From an optimization exercise on the open Yosys and OpenROAD flow, aimed at small area, a short achievable clock period and few clock cycles; shortcuts taken in it are not production practice. The RTL was checked by simulation tests, not by an equivalence proof against the original design. Power and IR drop assume default switching activity.

Setup of run a:
==> flow/design.v (excerpt) <==
module rv_top (
    input  logic        clk,
    input  logic        reset,
    output logic        wb_cyc,
    output logic        wb_stb,
    output logic        wb_we,
    output logic [31:0] wb_adr,
    output logic [31:0] wb_dat_w,
    output logic [3:0]  wb_sel,
    input  logic [31:0] wb_dat_r,
    input  logic        wb_ack,
    output logic        halted
);
For scale: roughly 4800 cells after synthesis, roughly 110 I/O pins.
Settings: LEC_CHECK=0, CAP_MARGIN=20, CORE_MARGIN=2, CORE_UTILIZATION=40, SLEW_MARGIN=20, SYNTH_HIERARCHICAL=1, SETUP_SLACK_MARGIN=9, TNS_END_PERCENT=0, SKIP_GATE_CLONING=1, CTS_CLUSTER_SIZE=20, CTS_CLUSTER_DIAMETER=70, BUFFER_PORTS_ARGS=-buffer_cell sky130_fd_sc_hd__buf_2; clock period 14.0 ns.
standard.sh (not shown) runs the stock make flow with config.mk's settings and CLKGATE_MAP_FILE= SYNTH_SCRIPT=/design/flow/synth_recipe.tcl, a recipe that flattens the netlist after the stock synthesis.
==> flow/flow/run.sh <==
#!/bin/bash
# Standard layout (the standard.sh, unchanged synthesis), with:
# - timing repair aimed below the clock period: repair_timing works on the
#   worst path towards the setup margin set here (no gate cloning), so the
#   achieved period (period less setup slack) shrinks;
# - clock tree sinks clustered a little more than by default;
# - ports buffered with buf_2 instead of the default port buffer.
# Clock period, I/O delays and loads are the design's, unchanged.
set -o pipefail
cat >> config.mk <<'CFG'
export SETUP_SLACK_MARGIN = 9
export TNS_END_PERCENT = 0
export SKIP_GATE_CLONING = 1
export CTS_CLUSTER_SIZE = 20
export CTS_CLUSTER_DIAMETER = 70
export BUFFER_PORTS_ARGS = -buffer_cell sky130_fd_sc_hd__buf_2
CFG
bash standard.sh > standard.log 2>&1
Testbench counts of run a, summed over its fixed seeds: cycles 143,241.
[inputs] run b vs run a
diff --git a/flow/design.v b/flow/design.v
--- a/flow/design.v
+++ b/flow/design.v
@@ -75,15 +75,15 @@
     output logic       y_n
 );
     assign y_n = !((d[0] && s[0]) || (d[1] && s[1]) || (d[2] && s[2]));
 endmodule
 module rv_rf_port (
     input  rv_pkg::reg_addr_t raddr,
     input  logic [31:0][31:0] q,
-    output logic [2:0][31:0]  rpart      
+    output rv_pkg::word_t     rdata
 );
     logic [32:0] s;
     logic [31:0][10:0] y_n;
     always_comb begin
         for (int i = 0; i < 32; i++) s[i] = (raddr == 5'(i)) && (i != 0);
         s[32] = 1'b0;
     end
@@ -93,25 +93,23 @@
             assign d = {(3*k+2 < 32) ? q[(3*k+2) % 32][b] : 1'b0, q[3*k+1][b], q[3*k][b]};
             rv_rf_sel3 u_sel (
                 .d   (d),
                 .s   (s[3*k+2:3*k]),
                 .y_n (y_n[b][k])
             );
         end
-        assign rpart[0][b] = !(&y_n[b][3:0]);
-        assign rpart[1][b] = !(&y_n[b][7:4]);
-        assign rpart[2][b] = !(&y_n[b][10:8]);
+        assign rdata[b] = !(&y_n[b]);
     end
 endmodule
 module rv_regfile (
     input  logic              clk,
     input  rv_pkg::reg_addr_t raddr1,
     input  rv_pkg::reg_addr_t raddr2,
-    output logic [2:0][31:0]  rpart1,    
-    output logic [2:0][31:0]  rpart2,    
+    output rv_pkg::word_t     rdata1,
+    output rv_pkg::word_t     rdata2,
     input  logic              we,       
     input  logic              we_ack,   
     input  logic              ack,
     input  rv_pkg::reg_addr_t waddr,
     input  rv_pkg::word_t     wdata
 );
     rv_pkg::word_t regs [1:31];
@@ -123,16 +121,16 @@
             end
         end
     end
     always_comb begin
         q[0] = '0;
         for (int i = 1; i < 32; i++) q[i] = regs[i];
     end
-    rv_rf_port u_rd1 (.raddr (raddr1), .q (q), .rpart (rpart1));
-    rv_rf_port u_rd2 (.raddr (raddr2), .q (q), .rpart (rpart2));
+    rv_rf_port u_rd1 (.raddr (raddr1), .q (q), .rdata (rdata1));
+    rv_rf_port u_rd2 (.raddr (raddr2), .q (q), .rdata (rdata2));
 endmodule
 `default_nettype wire
 `timescale 1ns/1ps
 `default_nettype none
 module rv_execute (
     input  rv_pkg::word_t op_a,
     input  rv_pkg::word_t op_b,
@@ -316,26 +314,23 @@
         .is_system (),
         .use_imm   (f_use_imm),
         .sub       (f_sub),
         .imm       (),
         .imm_t     ()
     );
     rv_pkg::word_t rs1_data, rs2_data;
-    logic [2:0][31:0] rpart1, rpart2;
-    assign rs1_data = rpart1[0] | rpart1[1] | rpart1[2];
-    assign rs2_data = rpart2[0] | rpart2[1] | rpart2[2];
     logic          rf_we, rf_we_ack;
     logic [4:0]    rf_waddr;
     rv_pkg::word_t rf_wdata;
     rv_regfile u_regfile (
         .clk    (clk),
         .raddr1 (wb_rsp.dat_r[19:15]),
         .raddr2 (wb_rsp.dat_r[24:20]),
-        .rpart1 (rpart1),
-        .rpart2 (rpart2),
+        .rdata1 (rs1_data),
+        .rdata2 (rs2_data),
         .we     (rf_we),
         .we_ack (rf_we_ack),
         .ack    (bus_ack),
         .waddr  (rf_waddr),
         .wdata  (rf_wdata)
     );
     rv_pkg::word_t load_data;
Findings:
- Run a | stages: all done | timing, DRC, antenna: all pass
- The flow did not stop early for run b: all stages ran, and the layout cleared the timing, DRC and antenna checks.
- The final reports for run b and run a show final period demand of the worst path higher in the former.
- Re per-cell routed wire length: run b is 0.27 um down on run a.
- Changes observed in run b relative to run a: number of clock-tree buffers in the layout lost 1, net switching power figure picked up an extra 7.6%.
- Run b has final cycle utilization of the critical path above what run a had.
- Summary of run b over run a: detailed-route wire length went down by about 1.2%, total track usage now smaller, instance count on the critical path now sits higher, maximum clock frequency now sits lower.
Testbench counts of run b, summed over its fixed seeds: cycles 143,241.

==> afterwards: timing with drivers on the ports <==
In the flow no input, the clock included, has a driving cell. The finished layouts below were timed again as built, in two steps. Step 1 assumes that a clkbuf_16 drives the clock port and a buf_2 every other input. Step 2, shift: input delay + t, output delay - t, t = (earliest + latest rising clock arrival at the registers) / 2. This alone moves slack from input paths to output paths. a / b / c = ideal / step 1 / step 2; a / b = the first two.
run | t, ns | setup WS [ns] | worst data-port slew with drivers (ns) | pins driven straight from the clock port
run a | 0.818 | 8.762 / 8.818 / 8.000 | 0.09 | 1
run b | 0.805 | 8.602 / 8.662 / 7.857 | 0.05 | 1
After both steps setup and hold are still met in every run listed. The setup slack of run a, which loses most, moves by +0.056 ns with the drivers and by -0.762 ns with both steps.
